Source: an optimization exercise on an open RTL-to-GDS flow (aim: small area, a short achievable clock period and few clock cycles per item). Production flows keep margins and buffers that such runs may drop. The RTL was checked by simulation tests, not by an equivalence proof against the original design. Power is estimated from default activity; no workload was simulated.

==> flow/design.v <==
`default_nettype none
package psd_pkg;
	localparam int SLOT_COUNT_DEF = 16;
	localparam int PAGE_W   = 32;
	localparam int STATUS_W = 3;
	localparam int SLOT_W   = 4;
	typedef enum logic {
		OP_GET    = 1'b0,
		OP_REMOVE = 1'b1
	} op_t;
	typedef enum logic [STATUS_W-1:0] {
		ST_HIT     = 3'd0,
		ST_LOAD    = 3'd1,
		ST_FULL    = 3'd2,
		ST_REMOVED = 3'd3,
		ST_ABSENT  = 3'd4
	} status_t;
	typedef enum logic {
		S_IDLE    = 1'b0,
		S_RESOLVE = 1'b1
	} state_t;
	typedef struct packed {
		logic capture;
		logic resolve;
	} psd_cmd_t;
endpackage
`default_nettype wire
`default_nettype none
module psd_ctrl (
	input  wire logic              clk,
	input  wire logic              arst_n,
	input  wire logic              start,
	output logic                   busy,
	output psd_pkg::psd_cmd_t      cmd
);
	psd_pkg::state_t state_q;
	psd_pkg::state_t state_next;
	always_ff @(posedge clk or negedge arst_n) begin
		if (!arst_n) begin
			state_q <= psd_pkg::S_IDLE;
		end else begin
			state_q <= state_next;
		end
	end
	always_comb begin
		state_next = state_q;
		case (state_q)
			psd_pkg::S_IDLE: begin
				if (start) begin
					state_next = psd_pkg::S_RESOLVE;
				end
			end
			psd_pkg::S_RESOLVE: begin
				state_next = psd_pkg::S_IDLE;
			end
			default: begin
				state_next = psd_pkg::S_IDLE;
			end
		endcase
	end
	always_comb begin
		busy        = 1'b0;
		cmd.capture = 1'b0;
		cmd.resolve = 1'b0;
		case (state_q)
			psd_pkg::S_IDLE: begin
				cmd.capture = start;
			end
			psd_pkg::S_RESOLVE: begin
				busy        = 1'b1;
				cmd.resolve = 1'b1;
			end
			default: begin
				busy = 1'b0;
			end
		endcase
	end
endmodule
`default_nettype wire
`default_nettype none
module psd_datapath #(
	parameter int SLOT_COUNT = psd_pkg::SLOT_COUNT_DEF
) (
	input  wire logic                          clk,
	input  wire logic                          arst_n,
	input  wire psd_pkg::psd_cmd_t             cmd,
	input  wire logic                          operation,
	input  wire logic [psd_pkg::PAGE_W-1:0]    page_id,
	output logic                               done,
	output logic [psd_pkg::STATUS_W-1:0]       status,
	output logic [psd_pkg::SLOT_W-1:0]         slot
);
	localparam int IDX_W = (SLOT_COUNT > 1) ? $clog2(SLOT_COUNT) : 1;
	logic [SLOT_COUNT-1:0]  valid_q;
	logic [psd_pkg::PAGE_W-1:0]      page_q [SLOT_COUNT];
	logic                   op_s1;
	logic [psd_pkg::PAGE_W-1:0]      page_s1;
	logic [SLOT_COUNT-1:0]  match_s1;
	logic [SLOT_COUNT-1:0]  free_s1;
	logic                   hit_any;
	logic [IDX_W-1:0]       hit_idx;
	logic                   free_any;
	logic [IDX_W-1:0]       free_idx;
	logic                   alloc;
	logic                   drop;
	psd_pkg::status_t                status_d;
	logic [IDX_W-1:0]       slot_idx_d;
	logic                   slot_none_d;
	logic                   done_q;
	logic [psd_pkg::STATUS_W-1:0]    status_q;
	logic [psd_pkg::SLOT_W-1:0]      slot_q;
	always_ff @(posedge clk) begin
		if (cmd.capture) begin
			op_s1   <= operation;
			page_s1 <= page_id;
			for (int k = 0; k < SLOT_COUNT; k++) begin
				match_s1[k] <= valid_q[k] && (page_q[k] == page_id);
				free_s1[k]  <= !valid_q[k];
			end
		end
	end
	always_comb begin
		hit_any  = 1'b0;
		hit_idx  = '0;
		free_any = 1'b0;
		free_idx = '0;
		for (int k = SLOT_COUNT - 1; k >= 0; k--) begin
			if (match_s1[k]) begin
				hit_any = 1'b1;
				hit_idx = IDX_W'(k);
			end
			if (free_s1[k]) begin
				free_any = 1'b1;
				free_idx = IDX_W'(k);
			end
		end
	end
	always_comb begin
		alloc       = 1'b0;
		drop        = 1'b0;
		status_d    = psd_pkg::ST_ABSENT;
		slot_idx_d  = '0;
		slot_none_d = 1'b1;
		if (op_s1 == psd_pkg::OP_GET) begin
			if (hit_any) begin
				status_d    = psd_pkg::ST_HIT;
				slot_idx_d  = hit_idx;
				slot_none_d = 1'b0;
			end else if (free_any) begin
				alloc       = 1'b1;
				status_d    = psd_pkg::ST_LOAD;
				slot_idx_d  = free_idx;
				slot_none_d = 1'b0;
			end else begin
				status_d = psd_pkg::ST_FULL;
			end
		end else begin
			if (hit_any) begin
				drop        = 1'b1;
				status_d    = psd_pkg::ST_REMOVED;
				slot_idx_d  = hit_idx;
				slot_none_d = 1'b0;
			end else begin
				status_d = psd_pkg::ST_ABSENT;
			end
		end
	end
	always_ff @(posedge clk or negedge arst_n) begin
		if (!arst_n) begin
			valid_q <= '0;
		end else if (cmd.resolve) begin
			if (alloc) begin
				valid_q[free_idx] <= 1'b1;
			end else if (drop) begin
				valid_q[hit_idx] <= 1'b0;
			end
		end
	end
	always_ff @(posedge clk) begin
		if (cmd.resolve && alloc) begin
			page_q[free_idx] <= page_s1;
		end
	end
	always_ff @(posedge clk or negedge arst_n) begin
		if (!arst_n) begin
			done_q <= 1'b0;
		end else begin
			done_q <= cmd.resolve;
		end
	end
	always_ff @(posedge clk) begin
		if (cmd.resolve) begin
			status_q <= status_d;
			slot_q   <= slot_none_d ? '0 : psd_pkg::SLOT_W'(slot_idx_d);
		end
	end
	assign done   = done_q;
	assign status = status_q;
	assign slot   = slot_q;
endmodule
`default_nettype wire
`default_nettype none
module page_slot_directory_top #(
	parameter int SLOT_COUNT = psd_pkg::SLOT_COUNT_DEF
) (
	input  wire logic                          clk,
	input  wire logic                          arst_n,
	input  wire logic                          start,
	output logic                               busy,
	input  wire logic                          operation,
	input  wire logic [psd_pkg::PAGE_W-1:0]    page_id,
	output logic                               done,
	output logic [psd_pkg::STATUS_W-1:0]       status,
	output logic [psd_pkg::SLOT_W-1:0]         slot
);
	psd_pkg::psd_cmd_t cmd;
	psd_ctrl u_ctrl (
		.clk    (clk),
		.arst_n (arst_n),
		.start  (start),
		.busy   (busy),
		.cmd    (cmd)
	);
	psd_datapath #(
		.SLOT_COUNT (SLOT_COUNT)
	) u_datapath (
		.clk       (clk),
		.arst_n    (arst_n),
		.cmd       (cmd),
		.operation (operation),
		.page_id   (page_id),
		.done      (done),
		.status    (status),
		.slot      (slot)
	);
endmodule
`default_nettype wire
==> flow/run.sh <==
#!/bin/bash
# synth_recipe.tcl (not shown) runs the flow's synth.tcl, then flattens the netlist and writes it again
# the make line also repeats each setting of config.mk as NAME=value (left out here)
make -C /OpenROAD-flow-scripts/flow DESIGN_CONFIG=/design/flow/config.mk WORK_HOME=/design/flow/orfs CLKGATE_MAP_FILE= SYNTH_SCRIPT=/design/flow/synth_recipe.tcl finish
==> flow/config.mk <==
export PLATFORM = sky130hd
export DESIGN_NAME = page_slot_directory_top
export DESIGN_NICKNAME = page_slot_directory_top
export VERILOG_FILES = /design/flow/design.v
export SDC_FILE = /design/flow/constraint.sdc
export NUM_CORES = 4
export LEC_CHECK = 0
export CAP_MARGIN = 20
export CORE_MARGIN = 2
export CORE_UTILIZATION = 40
export SLEW_MARGIN = 20
==> flow/constraint.sdc <==
create_clock -name core_clock -period 5.0 [get_ports {clk}]
set_input_delay 1.0000 -clock core_clock [delete_from_list [all_inputs] [get_ports {clk}]]
set_output_delay 1.0000 -clock core_clock [all_outputs]
set_load 0.01 [all_outputs]
==> summary.txt <==
Die X: 254 um
Pin count of the biggest net entering global routing: 34
Slew margin rel.: 17.5%
DR vias/cell: 5.54
Ratio of final minimum period to clock period: 82.7%
Setup-failing EPs final: 0
Max-cap violations: 0
CTS Buf Count: 60
Fin cells: 2,577
XOR/XNOR Fraction of Synth Area: 17.9%
Outcome: complete, no violations
Largest family of logic cells by synthesized area: XOR/XNOR gates
Root Driver: clkbuf_16
Pre-antenna DRT Iters: 5
Setup bufs post-CTS: 0
Flops & latches, synth: 602
CP Capture Type: register
Asr flop ratio synth: 2.99%
Final ANT Viol Nets: 0
Tmin final: 4.14 ns
Leakage: 8.77 nW
Hpwl dp: 51,900 um
CORE AREA: 0.0618 mm^2
Vias in the first global route: 13,900
Via count: 14,300
Post-cts resize count: 0
WS Path Type: in2reg
EDFF count, synth: 584
Avg Cell Area, Syn: 16.0 um^2
Maximum clock rate: 242 MHz
Maximum vdd drop: 0.300 mV
Compound-gate portion of the synthesized area: 1.71%
Filler cells: 5,335
Initial antenna violation count: 3
Number of port buffers: 44
Nets: 1,729
Register area: 0.0180 mm^2
Final Hold Viols: 0
Die ar.: 0.0647 mm^2
Worst slew pin tran: 1.24 ns
Die outline height: 254 um
GRT Total Usage: 24.8%
Min-delay worst type: reg2reg
Synth Area in Simple Gates: 6.82%
Initial Util: 40.6%
Multi-input logic area: 0.00685 mm^2
TritonCTS clock tree: done
Area delta synth->final: 15.6%
Core Util, Final: 46.9%
DRC Markers: 0
H-tree depth: 2
RSZ-0062 raised after global routing: no
Clock skew: 0.0527 ns
Top FF cell, synth: edfxtp_1
Clock latency at the later pin of the worst-skew pair: 0.66 ns
Placed cells: 2,463
Setup TNS Final: 0 ns
YS warnings: 2
Req. time, crit path: 5.34 ns
Mux cell area share after synthesis: 0.0848%
Hold_buf cts: 0
Global route overflow: 0
Floorplan row count: 91
DRT iter0 DRCs: 1,650
Ports: 45
Synthesized net count: 1,611
Area leader, netlist: edfxtp_1
RePlAce Congestion: 0.888
PwrDens: 367 mW/mm^2
Sequential share of the synthesized area: 71.7%
Total wire length: 78,800 um
Clk buf depth: 3
Fraction of layout cells with a size suffix above 1: 11.4%
Crit path DAT: 4.48 ns
Most frequent cell after synthesis: edfxtp_1
Wire per inst: 30.6 um
Syn Std Cell Area: 0.0251 mm^2
First-pass GRT wire length: 110,000 um
TritonCTS Sinks: 602
Crit path launch type: input port
Crit path max fanout: 10
Cell count after synthesis: 1,570
Cells taking the most area after synthesis: edfxtp_1, xnor2_1, xor2_1
Synth top area share: 69.9%
Clock transition at the registers of the reported paths: 0.06 ns
DP Area: 0.0271 mm^2
Post-synth top cells: edfxtp_1, xnor2_1, nand4_1
Total power: 0.0106 W
Netlist cell types: 53
Pins over their slew limit: 0
Final instance area: 0.0290 mm^2
Post-synthesis adder-cell area fraction: 0.249%
-- flip-flops by register name, indices dropped and copies added, names as in the netlist --
name	flops
u_datapath.match_s1	16
u_datapath.page_s1	32
u_datapath.done_q	1
u_datapath.op_s1	1
u_datapath.free_s1	16
u_ctrl.state_q	1
u_datapath.status_q	3
u_datapath.slot_q	4
u_datapath.valid_q	16
u_datapath.page_q	512
-- cell usage in the layout, fill, tap and decap left out, types with 12 or more instances in the layout --
master / instances
clkdlybuf4s50_1: 44
nor2_1: 24
nor2_4: 16
nor4_1: 67
nand2_1: 17
buf_4: 73
xnor2_1: 424
nand4_1: 111
edfxtp_1: 584
clkbuf_16: 61
dfrtp_1: 18
clkinv_1: 13
a21oi_1: 14
xor2_1: 90
nand3_1: 19
clkinv_2: 16
clkbuf_1: 12
inv_1: 28
-- critical path, cell delays in order --
cell and delay, ns:
clkdlybuf4s50_1 0.98, buf_4 0.47, xnor2_1 0.37, nand4_1 0.14, nor4_1 0.58, nand4_1 0.25
nor4_1 0.68
-- cell type report --
class | instances | area share, %
inverters | 29 | 0.376
clock inverters | 37 | 1.05
multi-input cells | 873 | 23.6
diodes | 1 | 0.00863
repair buffers | 122 | 3.72
clock buffers | 76 | 5.56
flip-flops and latches | 602 | 62.1
well taps | 837 | 3.61
-- power breakdown --
group	leakage [nW]	switching [W]	internal, W
logic	2.34	0.000344	0.000204
registers	5.49	0.000115	0.00556
clock network	0.935	0.00196	0.00244
total	8.77	0.00242	0.00821
-- worst paths after layout --
check / start / endpoint / slack, ns / depth (start not counted)
max in group asynchronous: arst_n / u_datapath.valid_q[6] / 3.52 / 1
min reg2reg: u_datapath.valid_q[10] / u_datapath.free_s1[10] / 0.59 / 1
max reg2reg: u_datapath.free_s1[10] / u_datapath.page_q[8][11] / 1.24 / 9
min: u_datapath.valid_q[10] / u_datapath.free_s1[10] / 0.59 / 1
max: page_id[13] / u_datapath.match_s1[6] / 0.86 / 7
min in group asynchronous: arst_n / u_datapath.valid_q[11] / 0.89 / 1
-- cells by family (layout without fill, tap and decap cells) --
logic type / count (synthesis) / count (layout)
other: 0 / 1
adder cells (fa/ha/maj): 5 / 5
buffers and inverters: 95 / 264
AO/OA/AOI/OAI: 64 / 64
flip-flops: 602 / 602
XOR/XNOR: 514 / 514
multiplexers: 2 / 2
AND/OR/NAND/NOR: 288 / 288
-- metrics by stage --
step	hold slack, ns	worst slack (ns)
after global placement	0.595	0.410
after global routing	0.637	0.900
after floorplan	0.486	0.621
after detailed placement	0.594	0.378
final	0.594	0.863
after CTS	0.610	1.03
-- routing by layer --
layer / track usage [%] / wire length (um) / up-vias
li1: - / - / 6066
met1: 34.0 / 32400 / 7360
met2: 39.9 / 37000 / 697
met3: 3.94 / 6460 / 145
met4: 9.13 / 3000 / 0
met5: 0 / 0 / -
Testbench counts, summed over its fixed seeds: cycles 32,008, items 16,000.

-- what the ideal ports hide --
In the flow no input, the clock included, has a driving cell. The finished layout below was timed again as built, in two steps. Step 1 (the two cells are an assumption about what drives the block):
set clk [get_ports {clk}]
set_driving_cell -lib_cell sky130_fd_sc_hd__clkbuf_16 $clk
set_driving_cell -lib_cell sky130_fd_sc_hd__buf_2 [delete_from_list [all_inputs] $clk]
Step 2 moves the port delays by t, midway between the first and last clock arrival at a register: inputs arrive t later, outputs are due t later. That takes back most of the time a late clock gives input paths. Slacks: ideal / step 1 / step 2; pairs: ideal / step 1.
shift t [ns]: 0.696
slack for setup (ns): 0.863 / 0.900 / 0.204
worst setup path after step 2: input to register
clock arrival spread, ns: 0.053 / 0.053
slew at the worst register clock pin (ns): 0.07 / 0.07
After both steps this run still meets setup and hold. For this run, drivers alone change the setup slack by +0.037 ns; drivers and shift together by -0.659 ns.
